This design comes from an exercise in tuning for small area, a short achievable clock period and few clock cycles per item on the open sky130 flow, not from production work. Only simulation tests tie the RTL to the original design; equivalence was not proved.

07-03:
## inv_byte_substitution_state
module inv_byte_substitution_state (
    input  logic           i_clock,
    input  logic           i_reset,
    input  logic [127:0]   i_state,
    input  logic           i_valid,
    output logic           o_ready,
    output logic [127:0]   o_state,
    output logic           o_valid,
    input  logic           i_ready
);
Size: ~3400 cells after synthesis, ~390 flip-flops, about 260 I/O pins.
clock: 16.0 ns
lec_check: 0
cap_margin: 20
core_margin: 2
core_utilization: 40
slew_margin: 20
synth_hierarchical: 1
standard.sh (not shown) runs the stock make flow with config.mk's settings and CLKGATE_MAP_FILE= SYNTH_SCRIPT=/design/flow/synth_recipe.tcl, a recipe that flattens the netlist after the stock synthesis.
==> flow/flow/run.sh <==
#!/bin/bash
# The standard layout, with plain buf_2 cells as the port buffers instead of the delay
# buffer that buffer_ports picks by default. Everything else is the standard flow.
set -euo pipefail
bash standard.sh "BUFFER_PORTS_ARGS=-buffer_cell sky130_fd_sc_hd__buf_2" SETUP_SLACK_MARGIN=11.4 finish > standard_flow.log 2>&1
The final layout from 07-03, which completed every stage, passed the timing, DRC and antenna checks at the end of the flow.
Testbench counts of 07-03, summed over its fixed seeds: cycles 1,616, items 1,600.
#### Input delta (11-01 over 07-03)
- CTS_CLUSTER_DIAMETER now 80, previously not set
- CTS_CLUSTER_SIZE now 20, previously not set
==> flow/flow/run.sh <==
#!/bin/bash
# The standard layout, with plain buf_2 cells as the port buffers instead of the delay
# buffer that buffer_ports picks by default. Everything else is the standard flow.
set -euo pipefail
bash standard.sh "BUFFER_PORTS_ARGS=-buffer_cell sky130_fd_sc_hd__buf_2" finish > standard_flow.log 2>&1
[summary]
- Comparing 11-01 and 07-03, the lower arrival time reported for the critical path endpoint was measured on 07-03.
- From 07-03 to 11-01 the numbers moved as follows: worst-path maximum fanout now sits higher; worst hold slack now sits higher.
- NOTE: met1 track demand over resource in 11-01 falls short of that of 07-03
- Final cell area: 11-01 below 07-03
- Comparing the two runs side by side, 11-01 comes out behind 07-03 on minimum clock period after layout.
- Diff 07-03 -> 11-01: register-to-register setup slack -0.31 ns, routability congestion estimate -0.021.
- Run comparison: 11-01 worst setup path endpoint g_lane[0].u_lane.out_q[2]; 07-03 worst setup path endpoint o_state[127]

========
build 65:
Starting RTL as in the previous note.
export LEC_CHECK = 0
export CAP_MARGIN = 20
export CORE_MARGIN = 2
export CORE_UTILIZATION = 40
export CTS_BUF_LIST = sky130_fd_sc_hd__clkbuf_8
export CTS_CLUSTER_DIAMETER = 60
export CTS_CLUSTER_SIZE = 16
export SLEW_MARGIN = 20
export SYNTH_HIERARCHICAL = 1
create_clock -name core_clock -period 16.0 [get_ports {i_clock}]
==> flow/flow/run.sh <==
#!/bin/bash
# The standard layout, with plain buf_2 cells as the port buffers instead of the delay
# buffer that buffer_ports picks by default. Everything else is the standard flow.
set -euo pipefail
bash standard.sh "BUFFER_PORTS_ARGS=-buffer_cell sky130_fd_sc_hd__buf_2" SETUP_SLACK_MARGIN=11.4 finish > standard_flow.log 2>&1
Testbench counts of build 65, summed over its fixed seeds: cycles 1,616, items 1,600.
Input changes introduced in build 20 (baseline for comparison: build 65):
- swapping 16 for 20 in CTS_CLUSTER_SIZE
- swapping 60 for 80 in CTS_CLUSTER_DIAMETER
- clearing CTS_BUF_LIST, which used to be sky130_fd_sc_hd__clkbuf_8
-- flow/flow/run.sh --
<<< build 65, line 4
set -euo pipefail
bash standard.sh "BUFFER_PORTS_ARGS=-buffer_cell sky130_fd_sc_hd__buf_2" SETUP_SLACK_MARGIN=11.4 finish > standard_flow.log 2>&1
>>> build 20, line 4
set -euo pipefail
bash standard.sh "BUFFER_PORTS_ARGS=-buffer_cell sky130_fd_sc_hd__buf_2" SETUP_SLACK_MARGIN=11.3 finish > standard_flow.log 2>&1
==> run notes <==
Both conditions hold for build 20: the flow ran to the end and the final layout passed the timing, DRC and antenna checks.
Build 65 completed end to end with timing, DRC and antenna clean.
Build 20 against build 65: worst hold slack after final layout now sits lower; setup slack went up by 0.026 ns; critical path depth held.
Final wirelength ended up 0.55% lower on build 20 than on build 65.
From build 65 to build 20 the numbers moved as follows: transition time at the pin with the least slew margin now smaller, max-slew violation total from the final report stayed essentially flat, count of plain and timing-repair buffers in the layout higher.
Note that the number of buffers created by CTS recorded for build 20 amounts to 0.73 times the value seen in build 65.
Sequential fraction of total cell area: build 65 vs build 20 — no meaningful difference
## Diff of input files: build 93 against build 20
==> flow/flow/run.sh <==
#!/bin/bash
# The standard layout (standard.sh) with one change: the port buffers are plain buf_2
# cells instead of the delay buffer that buffer_ports picks by default (every input and
# output port still gets its own buffer). The whole make output goes to standard_flow.log
# in the work folder.
set -euo pipefail
bash standard.sh "BUFFER_PORTS_ARGS=-buffer_cell sky130_fd_sc_hd__buf_2" finish > standard_flow.log 2>&1
## What came out
- [compare] base=build 20 new=build 93: average wire per standard cell picked up an extra about 0.6%; fraction of standard cell area in multi-input logic lost 0.75 points.
- Build 20 → build 93: vias after detailed routing rose 0.71%, clock latency at the later pin of the worst-skew pair shrank by 0.07 ns.
- Compare build 20 and build 93 | core utilization of the finished layout higher: build 20
- Against build 20, the final cell area of build 93 is lower.
- Build 93 ended up with g_lane[0].u_lane.out_q[2] as its endpoint of the most critical setup path; build 20 ended up with o_state[68].
- Reported for build 20 and build 93, number of buffer cells added on primary ports turned out identical to the last digit.
- Taking build 20 as the reference, in build 93 critical path depth went up 15.
diff inputs: build 93 => build 9
==> flow/flow/run.sh <==
#!/bin/bash
# The standard layout, with plain buf_2 cells as the port buffers instead of the delay
# buffer that buffer_ports picks by default. Everything else is the standard flow.
set -euo pipefail
bash standard.sh "BUFFER_PORTS_ARGS=-buffer_cell sky130_fd_sc_hd__buf_2" SETUP_SLACK_MARGIN=11.5 finish > standard_flow.log 2>&1
## What came out
[compare] base=build 93 new=build 9: final period demand of the worst path lower, post-layout worst setup margin higher. The first element of the critical path comes out g_lane[0].u_lane.a_q[1] in one run and g_lane[8].u_lane.out_q[4] in the other, namely in build 93 and build 9 respectively. Compared with build 93, in build 9 global-route wire length before repair -about 1.6%, fraction of final layout cells sized beyond drive strength 1 saw an increase, arrival time reported for the critical path endpoint lost 3.85 ns.
Modified inputs, build 54 compared to build 9
- changing CORE_UTILIZATION from 40 to 55
-- flow/flow/run.sh --
<<< build 9, line 4
set -euo pipefail
bash standard.sh "BUFFER_PORTS_ARGS=-buffer_cell sky130_fd_sc_hd__buf_2" SETUP_SLACK_MARGIN=11.5 finish > standard_flow.log 2>&1
>>> build 54, line 4
set -euo pipefail
bash standard.sh "BUFFER_PORTS_ARGS=-buffer_cell sky130_fd_sc_hd__buf_2" SETUP_SLACK_MARGIN=11.4 finish > standard_flow.log 2>&1
Findings:
- [compare] base=build 9 new=build 54: maximum frequency down 1.0%, floorplan die area fell 0.020 mm2.
- Taking build 9 as the reference, in build 54 via count picked up an extra 698, global-route usage increased by 6.7 points relative to the old numbers, number of clock buffers in the layout went up by about 16%.

========
Setup of build 55:
Starting RTL as in the previous note.
Settings: LEC_CHECK=0, CAP_MARGIN=20, CORE_MARGIN=2, CORE_UTILIZATION=40, CTS_CLUSTER_DIAMETER=80, CTS_CLUSTER_SIZE=20, PLACE_DENSITY=0.75, SLEW_MARGIN=20, SYNTH_HIERARCHICAL=1; clock period 16.0 ns.
==> flow/flow/run.sh <==
#!/bin/bash
set -euo pipefail
bash standard.sh "BUFFER_PORTS_ARGS=-buffer_cell sky130_fd_sc_hd__buf_2" SETUP_SLACK_MARGIN=11.4 finish > standard_flow.log 2>&1
Testbench counts of build 55, summed over its fixed seeds: cycles 1,616, items 1,600.
> inputs changed (build 55 -> build 17)
- CTS_BUF_LIST newly set to sky130_fd_sc_hd__clkbuf_8
- PLACE_DENSITY removed (was 0.75)
Results
Going from build 55 to build 17, area added between synthesis and finish shrinks by 1.5 points.
Lower final critical path time including I/O delays and setup goes to build 55 over build 17.
The higher number of clock-tree buffers in the layout of build 17 and build 55 is in build 55.
Build 17 vs. build 55: via count of the first global-routing pass dropped about 3.7%, wire length of the first global-routing pass went down 0.39%, minimum setup slack in the final design went down, post-route standard cell area excluding fillers decreased 1.3%.
Compare build 17 and build 55 | maximum cell stage delay along the critical path higher: build 55
Build 17 finished every step from synthesis to the final layout, and the layout passed the timing, DRC and antenna checks.
## Diff of input files: build 1 against build 17
- removing CTS_CLUSTER_DIAMETER (formerly 80)
- removing CTS_CLUSTER_SIZE (formerly 20)
diff --git a/flow/flow/run.sh b/flow/flow/run.sh
--- a/flow/flow/run.sh
+++ b/flow/flow/run.sh
@@ -1,0 +2,2 @@
+# The standard layout, with plain buf_2 cells as the port buffers instead of the delay
+# buffer that buffer_ports picks by default. Everything else is the standard flow.
==> run notes <==
- Initial antenna violation count: build 17 vs build 1, no meaningful difference
- In build 1, the share of the clock period used by the worst path after layout came out 0.46 points below the value in build 17.
- The weighted congestion at the end of routability-driven global placement was comparable across build 17 and build 1.
- From build 1 to build 17, DRC violation count after routing did not move at all.
- Of build 1 and build 17, it is build 1 that has the lower clock-pin transition on the worst setup and hold timing paths.
For build 64, these inputs were changed with respect to build 1:
- CTS_CLUSTER_SIZE: unset -> 24
- CTS_BUF_LIST: sky130_fd_sc_hd__clkbuf_8 -> unset
[summary]
Reported for build 1 and build 64, depth of the worst register-to-register path turned out identical to the last digit.
In build 64, share of final layout cell area taken by clock buffers and inverters is higher than in build 1.
Overall routing resource usage was lower in the run labelled build 64.
Comparing build 64 against build 1, there is no change at all in number of flip-flops and latches.
First-pass GRT wire length improves in build 64 relative to build 1.
Max share of the final layout cell area in multi-input gates across build 1 and build 64: build 1
Modified inputs, build 2 compared to build 64
- CTS_CLUSTER_DIAMETER newly set to 120
--- outcome ---
- Between build 64 and build 2, the sequential cell count figures differ only marginally.
- The routed wire length in build 2 sits 600 µm below the value recorded for build 64.
- Between build 2 and build 64, the layout buffering overhead excluding clock cells does not differ in any meaningful way.
- Build 2 vs build 64: filler-free cell count of the finished design down in build 2
- On build 2: time the final worst path needs with I/O delays and setup is 0.035 ns higher than what build 64 gave.
- When build 2 is set beside build 64, its final worst-path setup slack turns out to be 0.035 ns smaller.

========
Setup of garnet:
inv_byte_substitution_state again, from the RTL that the note above started with.
export LEC_CHECK = 0
export CAP_MARGIN = 20
export CORE_MARGIN = 2
export CORE_UTILIZATION = 40
export CTS_CLUSTER_DIAMETER = 80
export CTS_CLUSTER_SIZE = 20
export SLEW_MARGIN = 20
export SYNTH_HIERARCHICAL = 1
create_clock -name core_clock -period 16.0 [get_ports {i_clock}]
==> flow/flow/run.sh <==
#!/bin/bash
set -euo pipefail
bash standard.sh "BUFFER_PORTS_ARGS=-buffer_cell sky130_fd_sc_hd__buf_2" SETUP_SLACK_MARGIN=11.4 finish > standard_flow.log 2>&1
garnet completed; timing, DRC and antenna clean
Testbench counts of garnet, summed over its fixed seeds: cycles 1,616, items 1,600.
[inputs] raven vs garnet
==> flow/flow/run.sh <==
#!/bin/bash
# The standard layout, with plain buf_2 cells as the port buffers instead of the delay
# buffer that buffer_ports picks by default. Everything else is the standard flow.
set -euo pipefail
bash standard.sh "BUFFER_PORTS_ARGS=-buffer_cell sky130_fd_sc_hd__buf_2" SETUP_SLACK_MARGIN=11.4 finish > standard_flow.log 2>&1
Notes after the runs:
Re final worst hold slack: no difference whatsoever between raven and garnet. garnet -> raven: average vias per placed instance delta 0, exact match. Routed wire length: garnet vs raven identical. Final critical delay including setup and external delays across garnet and raven: no real change. Reported for garnet and raven, setup slack turned out identical to the last digit. Reported for garnet and raven, cell area after layout turned out identical to the last digit.
What sierra does differently from raven at the input level:
--- a/flow/config.mk
+++ b/flow/config.mk
@@ -9,6 +9,6 @@
 export CORE_MARGIN = 2
 export CORE_UTILIZATION = 40
-export CTS_CLUSTER_DIAMETER = 80
-export CTS_CLUSTER_SIZE = 20
+export CTS_CLUSTER_DIAMETER = 100
+export CTS_CLUSTER_SIZE = 30
 export SLEW_MARGIN = 20
 export SYNTH_HIERARCHICAL = 1
[summary]
Between sierra and raven, the difference in sequential share of layout area is negligible.
Summary of sierra over raven: worst setup slack saw an increase.
Edits applied to the flow inputs when going from sierra to violet:
--- a/flow/config.mk
+++ b/flow/config.mk
@@ -9,6 +9,6 @@
 export CORE_MARGIN = 2
 export CORE_UTILIZATION = 40
-export CTS_CLUSTER_DIAMETER = 100
-export CTS_CLUSTER_SIZE = 30
+export CTS_BUF_LIST = sky130_fd_sc_hd__clkbuf_8
+export CTS_CLUSTER_SIZE = 16
 export SLEW_MARGIN = 20
 export SYNTH_HIERARCHICAL = 1
### Flow results
- Compare sierra and violet | number of diodes higher: violet
- Fill cell total of the finished layout (lower): violet
- Between sierra and violet, number of global-route vias before repair increased.
- Per the comparison of violet with sierra, starting density of the core essentially unchanged; routed wire length has increased.
- Between sierra and violet, clock buffer count in the final layout is higher for violet, sierra comes in under that.
- The combined area of the multi-input logic cells on sierra is in line with that on violet.

[re-timing with driven ports]
The flow's constraints put no driver on any port. The routed layouts listed below were extracted and timed again, unchanged, in two steps. Step 1 (the two cells are an assumption about what drives the block):
set clk [get_ports {i_clock}]
set_driving_cell -lib_cell sky130_fd_sc_hd__clkbuf_16 $clk
set_driving_cell -lib_cell sky130_fd_sc_hd__buf_2 [delete_from_list [all_inputs] $clk]
Step 2 times the ports against the registers' clock, not the clock port: input delays grow and output delays shrink by t, the midpoint of the rising clock arrivals with the driver on. Slacks: ideal / step 1 / step 2; pairs: ideal / step 1.
run	t (ns)	slack for setup (ns)	latest minus earliest clock arrival (ns)	worst register clock-pin slew, ns	worst data-port slew with drivers (ns)
07-03	0.628	11.648 / 11.586 / 11.256	0.024 / 0.024	0.06 / 0.06	0.12
11-01	0.613	11.393 / 11.393 / 11.241	0.032 / 0.032	0.08 / 0.08	0.12
build 65	0.693	11.572 / 11.509 / 11.240	0.068 / 0.067	0.10 / 0.10	0.12
build 20	0.674	11.598 / 11.536 / 11.246	0.042 / 0.042	0.08 / 0.08	0.12
build 93	0.613	11.393 / 11.393 / 11.241	0.032 / 0.032	0.08 / 0.08	0.12
build 9	0.674	11.598 / 11.536 / 11.236	0.041 / 0.040	0.08 / 0.08	0.12
build 54	0.653	11.552 / 11.486 / 11.260	0.022 / 0.021	0.09 / 0.09	0.09
build 55	0.653	11.560 / 11.500 / 11.154	0.019 / 0.019	0.08 / 0.08	0.15
build 17	0.740	11.512 / 11.449 / 11.265	0.043 / 0.043	0.12 / 0.12	0.12
build 1	0.701	11.585 / 11.523 / 11.218	0.062 / 0.061	0.07 / 0.07	0.13
build 64	0.628	11.648 / 11.586 / 11.256	0.024 / 0.024	0.06 / 0.06	0.12
build 2	0.633	11.613 / 11.551 / 11.245	0.021 / 0.021	0.10 / 0.10	0.12
garnet	0.674	11.601 / 11.538 / 11.235	0.039 / 0.040	0.08 / 0.08	0.12
raven	0.674	11.601 / 11.538 / 11.235	0.039 / 0.040	0.08 / 0.08	0.12
sierra	0.655	11.621 / 11.559 / 11.247	0.039 / 0.039	0.11 / 0.11	0.12
violet	0.701	11.585 / 11.523 / 11.218	0.062 / 0.061	0.07 / 0.07	0.13
After both steps setup and hold are still met in every run listed. For build 55, which loses most, drivers alone change the setup slack by -0.060 ns; drivers and shift together by -0.406 ns.
